What follows belongs to an exercise in optimizing a design on an open flow for a short achievable clock period and few clock cycles per item; a production flow would make more cautious choices.
The clock port is modelled as an ideal driver, which makes a skipped or thinned clock tree look cheaper than it is; a real chip needs a root buffer or a tree.
Power is estimated from default activity; no workload was simulated.

Setup of P:
Design small_set_membership_table, start of the top module:
module small_set_membership_table #(
  parameter int unsigned CAPACITY   = ssmt_pkg::DEF_CAPACITY,
  parameter int unsigned ELEM_WIDTH = ssmt_pkg::DEF_ELEM_WIDTH
) (
  input  wire logic                          clk_i,
  input  wire logic                          rst_ni,
  input  wire logic                          start_i,
  output logic                               busy_o,
  input  wire logic [ssmt_pkg::OP_W-1:0]     op_i,
  input  wire logic [ssmt_pkg::VALUE_W-1:0]  value_i,
  output logic                               valid_o,
  output logic                               was_member_o,
  output logic [ssmt_pkg::COUNT_W-1:0]       count_o,
  output logic                               empty_res_o,
  output logic                               full_res_o,
  output logic                               rejected_o
);
For scale: ~4,000 cells after synthesis, about 1,500 flip-flops, ~34 I/O pins.
clock: 6.0 ns
lec_check: 0
abc_clock_period_in_ps: 1500
cap_margin: 20
core_margin: 2
core_utilization: 50
setup_slack_margin: 3.8
slew_margin: 20
run.sh (not shown) runs the stock make flow with config.mk's settings and CLKGATE_MAP_FILE= SYNTH_SCRIPT=/design/flow/synth_recipe.tcl, a recipe that flattens the netlist after the stock synthesis.
The inputs of R differ from those of P as listed below.
- CORE_UTILIZATION changed from 50 to 65
- PLACE_DENSITY newly set to 0.75
Findings:
- R — final instance area about 1.5% lower, P as reference
- The worst hold slack of R was superior to that of P.
- Going from P to R, post-layout utilization of the core moved up, largest net degree at the start of global routing now smaller.
- Summary of R over P: non-clock buffer count saw a decrease; routability-driven placement congestion ratio saw an increase.
- Data arrival time of the worst path in R is 0.10 ns lower than in P
- Compared with P, in R power moved down, antenna cell count decreased 2, combinational share of power stayed essentially flat.
No run of this note included a check of the RTL's function; only the layout flow was run.

---

The RTL this note starts from:
==> flow/design.v <==
`default_nettype none
package ssmt_pkg;
  localparam int unsigned OP_W           = 2;
  localparam int unsigned VALUE_W        = 16;
  localparam int unsigned COUNT_W        = 7;
  localparam int unsigned DEF_CAPACITY   = 64;
  localparam int unsigned DEF_ELEM_WIDTH = 16;
  typedef enum logic [OP_W-1:0] {
    OP_INSERT = 2'd0,
    OP_DELETE = 2'd1,
    OP_QUERY  = 2'd2,
    OP_CLEAR  = 2'd3
  } ssmt_op_e;
  typedef struct packed {
    logic ins_en;
    logic del_en;
  } ssmt_ctl_t;
endpackage
`default_nettype wire
`default_nettype none
module ssmt_cell #(
  parameter int unsigned ELEM_WIDTH = ssmt_pkg::DEF_ELEM_WIDTH,
  parameter bit          INV        = 1'b0
) (
  input  wire logic                   clk_i,
  input  wire logic                   we_i,
  input  wire logic [ELEM_WIDTH-1:0]  wdata_i,
  input  wire logic [ELEM_WIDTH-1:0]  elem_i,
  output logic                        match_o
);
  logic [ELEM_WIDTH-1:0] entry_q;
  if (INV) begin : g_inv
    assign match_o = entry_q == ~elem_i;
  end else begin : g_true
    assign match_o = entry_q == elem_i;
  end
  always_ff @(posedge clk_i) begin
    if (we_i) begin
      entry_q <= wdata_i;
    end
  end
endmodule
`default_nettype wire
`default_nettype none
module small_set_membership_table #(
  parameter int unsigned CAPACITY   = ssmt_pkg::DEF_CAPACITY,
  parameter int unsigned ELEM_WIDTH = ssmt_pkg::DEF_ELEM_WIDTH
) (
  input  wire logic                          clk_i,
  input  wire logic                          rst_ni,
  input  wire logic                          start_i,
  output logic                               busy_o,
  input  wire logic [ssmt_pkg::OP_W-1:0]     op_i,
  input  wire logic [ssmt_pkg::VALUE_W-1:0]  value_i,
  output logic                               valid_o,
  output logic                               was_member_o,
  output logic [ssmt_pkg::COUNT_W-1:0]       count_o,
  output logic                               empty_res_o,
  output logic                               full_res_o,
  output logic                               rejected_o
);
  localparam int unsigned CNT_W = $clog2(CAPACITY + 1);
  localparam int unsigned NGRP  = 4;
  localparam int unsigned GRP   = (CAPACITY + 2 + 2 * NGRP + 1 + NGRP - 1) / NGRP;
  localparam int unsigned PHYS  = NGRP * GRP;
  localparam int unsigned OR_W  = 4;                       
  localparam int unsigned NOR   = (PHYS + OR_W - 1) / OR_W;
  localparam int unsigned NCOPY = 4;                       
  assign busy_o = 1'b0;
  logic                          a_vld_q;
  logic [ssmt_pkg::OP_W-1:0]     a_op_q;
  logic [ELEM_WIDTH-1:0]         a_v_q;        
  logic [NCOPY-1:0][ELEM_WIDTH-1:0] a_vc_q;
  always_ff @(posedge clk_i or negedge rst_ni) begin
    if (!rst_ni) begin
      a_vld_q <= 1'b0;
    end else begin
      a_vld_q <= start_i;
    end
  end
  always_ff @(posedge clk_i) begin
    a_op_q    <= op_i;
    a_v_q     <= ELEM_WIDTH'(value_i);
    a_vc_q[0] <= ELEM_WIDTH'(value_i);
    a_vc_q[1] <= ~(ELEM_WIDTH'(value_i));
    if (start_i) begin
      a_vc_q[2] <= ELEM_WIDTH'(value_i);
      a_vc_q[3] <= ~(ELEM_WIDTH'(value_i));
    end
  end
  logic a_ins, a_del, a_clr;
  assign a_ins = a_vld_q && a_op_q == ssmt_pkg::OP_INSERT;
  assign a_del = a_vld_q && a_op_q == ssmt_pkg::OP_DELETE;
  assign a_clr = a_vld_q && a_op_q == ssmt_pkg::OP_CLEAR;
  logic [PHYS-1:0]  valid_q, valid_d;
  logic [PHYS-1:0]  pslot_q;          
  logic             pend_q;           
  logic [PHYS-1:0]  fs_q, fs_d;       
  logic [PHYS-1:0]  we_q;             
  logic [PHYS-1:0]  live;             
  assign live = valid_q | (pslot_q & {PHYS{pend_q}});
  logic [PHYS-1:0]       match;
  logic [ELEM_WIDTH-1:0] b_v_q;
  for (genvar i = 0; i < PHYS; i++) begin : g_cell
    localparam int unsigned C = i * NCOPY / PHYS;
    ssmt_cell #(
      .ELEM_WIDTH(ELEM_WIDTH),
      .INV       (C % 2 == 1)
    ) u_cell (
      .clk_i  (clk_i),
      .we_i   (we_q[i]),
      .wdata_i(b_v_q),
      .elem_i (a_vc_q[C]),
      .match_o(match[i])
    );
  end
  logic                          b_vld_q;
  logic                          b_ins, b_del, b_clr;
  logic [PHYS-1:0]               b_m_q;     
  logic [NOR-1:0]                b_g_q;     
  logic                          b_eqp_q;   
  logic                          delok_q;   
  logic                          clr_q;     
  logic [PHYS-1:0]               hit;
  assign hit = match & live;
  always_ff @(posedge clk_i or negedge rst_ni) begin
    if (!rst_ni) begin
      b_vld_q <= 1'b0;
      b_ins   <= 1'b0;
      b_del   <= 1'b0;
      b_clr   <= 1'b0;
    end else begin
      b_vld_q <= a_vld_q;
      b_ins   <= a_ins;
      b_del   <= a_del;
      b_clr   <= a_clr;
    end
  end
  always_ff @(posedge clk_i) begin
    b_v_q   <= a_v_q;
    b_m_q   <= hit;
    b_eqp_q <= a_v_q == b_v_q;
  end
  for (genvar j = 0; j < NOR; j++) begin : g_or
    localparam int unsigned LO = j * OR_W;
    localparam int unsigned HI = (LO + OR_W < PHYS) ? LO + OR_W : PHYS;
    always_ff @(posedge clk_i) begin
      b_g_q[j] <= |hit[HI-1:LO];
    end
  end
  logic [CNT_W-1:0] count_q, count_d;
  logic             full_q, full_d;
  logic             empty_d;
  logic             member;
  logic             ins_ok, del_ok;
  assign member = ((|b_g_q) && !clr_q && !(delok_q && b_eqp_q)) || (pend_q && b_eqp_q);
  assign ins_ok = b_ins && !member && !full_q;
  assign del_ok = b_del && member;
  always_comb begin
    if (b_clr) begin
      valid_d = '0;
    end else begin
      valid_d = live & ~({PHYS{b_del}} & (b_m_q | (pslot_q & {PHYS{pend_q && b_eqp_q}})));
    end
  end
  logic [PHYS-1:0] freev;
  logic [NGRP-1:0] short_q, short_d;
  logic [NGRP-1:0] gsel_q, gsel_d;
  assign freev = ~(valid_q | pslot_q | fs_q);
  for (genvar g = 0; g < NGRP; g++) begin : g_grp
    logic [GRP-1:0] f;
    logic [GRP:0]   one, two, three;
    assign f        = freev[g*GRP +: GRP];
    assign one[0]   = 1'b0;
    assign two[0]   = 1'b0;
    assign three[0] = 1'b0;
    for (genvar j = 0; j < GRP; j++) begin : g_slot
      assign fs_d[g*GRP+j] = gsel_q[g] && f[j] && !one[j];
      assign one[j+1]      = one[j] || f[j];
      assign two[j+1]      = two[j] || (one[j] && f[j]);
      assign three[j+1]    = three[j] || (two[j] && f[j]);
    end
    assign short_d[g] = !three[GRP];
    if (g == 0) begin : g_first
      assign gsel_d[g] = !short_q[g];
    end else begin : g_rest
      assign gsel_d[g] = !short_q[g] && (&short_q[g-1:0]);
    end
  end
  logic [CNT_W-1:0] cnt_mem, cnt_non;
  logic             at_one, at_top;    
  logic             at_zero;           
  assign at_one  = count_q == CNT_W'(1);
  assign at_top  = count_q == CNT_W'(CAPACITY - 1);
  assign at_zero = count_q == '0;
  always_comb begin
    if (b_clr) begin
      cnt_mem = '0;
      cnt_non = '0;
    end else begin
      cnt_mem = b_del ? count_q - CNT_W'(1) : count_q;
      cnt_non = (b_ins && !full_q) ? count_q + CNT_W'(1) : count_q;
    end
  end
  assign count_d = member ? cnt_mem : cnt_non;
  assign full_d  = !b_clr && (member ? (!b_del && full_q) : (full_q || (b_ins && at_top)));
  assign empty_d = b_clr || (member ? (b_del && at_one) : (at_zero && !b_ins));
  always_ff @(posedge clk_i or negedge rst_ni) begin
    if (!rst_ni) begin
      valid_q <= '0;
      pslot_q <= '0;
      pend_q  <= 1'b0;
      delok_q <= 1'b0;
      clr_q   <= 1'b0;
      fs_q    <= '0;
      short_q <= '0;
      gsel_q  <= NGRP'(1);
      count_q <= '0;
      full_q  <= 1'b0;
    end else begin
      valid_q <= valid_d;
      pslot_q <= fs_q;
      pend_q  <= ins_ok;
      delok_q <= del_ok;
      clr_q   <= b_clr;
      fs_q    <= fs_d;
      short_q <= short_d;
      gsel_q  <= gsel_d;
      count_q <= count_d;
      full_q  <= full_d;
    end
  end
  always_ff @(posedge clk_i) begin
    we_q <= fs_d & {PHYS{a_ins}};
  end
  logic                          valid_q_r;
  logic                          was_q, empty_q, full_r_q, rej_q;
  logic [ssmt_pkg::COUNT_W-1:0]  cnt_res_q;
  always_ff @(posedge clk_i or negedge rst_ni) begin
    if (!rst_ni) begin
      valid_q_r <= 1'b0;
    end else begin
      valid_q_r <= b_vld_q;
    end
  end
  always_ff @(posedge clk_i) begin
    was_q     <= member;
    cnt_res_q <= ssmt_pkg::COUNT_W'(count_d);
    empty_q   <= empty_d;
    full_r_q  <= full_d;
    rej_q     <= b_ins && !member && full_q;
  end
  assign valid_o      = valid_q_r;
  assign was_member_o = was_q;
  assign count_o      = cnt_res_q;
  assign empty_res_o  = empty_q;
  assign full_res_o   = full_r_q;
  assign rejected_o   = rej_q;
endmodule
`default_nettype wire
export LEC_CHECK = 0
export ABC_CLOCK_PERIOD_IN_PS = 1500
export CAP_MARGIN = 20
export CORE_MARGIN = 2
export CORE_UTILIZATION = 75
export PLACE_DENSITY = 0.85
export SETUP_SLACK_MARGIN = 4.0
export SLEW_MARGIN = 20
export PRE_CTS_TCL = /design/flow/flow/cts_hook.tcl
export BT_CLUSTER = 24
export BT_NROOT = 4
create_clock -name core_clock -period 6.0 [get_ports {clk_i}]
standard.sh (not shown) runs the stock make flow with config.mk's settings and CLKGATE_MAP_FILE= SYNTH_SCRIPT=/design/flow/synth_recipe.tcl, a recipe that flattens the netlist after the stock synthesis.
==> flow/flow/run.sh <==
#!/bin/bash
# The standard layout, with the clock tree built by flow/clock_tree.tcl in
# place of TritonCTS (hooked in through ORFS's PRE_CTS_TCL).
set -euo pipefail
W=$(pwd)
{
  echo "export PRE_CTS_TCL = $W/flow/cts_hook.tcl"
  echo "export BT_CLUSTER = 24"
  echo "export BT_NROOT = 4"
} >> config.mk
bash standard.sh finish > "$W/standard_flow.log" 2>&1
Other scripts of this flow, unchanged in this note and not shown: flow/flow/clock_tree.tcl, flow/flow/cts_hook.tcl
Then changed:
Settings changed: CORE_UTILIZATION 75 to 65, PLACE_DENSITY 0.85 to 0.75, SETUP_SLACK_MARGIN 4.0 to 3.8.
Result: The new run ran to the end with no violations; setup slack gets better by 0.060 ns; synthesized area stays the same; sequential power is about the same; final area is lower by a few percent; die area went up by about a fifth; global-route usage goes down by 6.1 points; utilization falls by 14 points.
No functional check of the RTL was part of any run of this note. No run of this note takes its clock network from TritonCTS; it comes from the design's own scripts or RTL.

==> separate check: timing with driven ports <==
Ports are ideal in the flow. The routed layouts listed here were re-timed in OpenROAD.
Step 1 assumes that a clkbuf_16 drives the clock port and a buf_2 every other input.
Step 2, shift: input delay + t, output delay - t, t = (earliest + latest rising clock arrival at the registers) / 2. This alone moves slack from input paths to output paths.
Slacks: ideal ports / drivers / drivers and shift; pairs: ideal ports / drivers.
| run | t (ns) | setup WS [ns] | worst setup path after step 2 |
|---|---|---|---|
| P | 0.847 | 3.314 / 3.314 / 2.964 | input to register |
| R | 0.804 | 3.385 / 3.385 / 2.934 | input to register |
| the first run of note 2 | 0.690 | 3.604 / 3.492 / 3.604 | register to register |
| the second run of note 2 | 0.685 | 3.664 / 3.555 / 3.663 | register to register |
After both steps setup and hold are still met in every run listed. For R, which loses most, drivers alone change the setup slack by 0.000 ns; drivers and shift together by -0.451 ns.
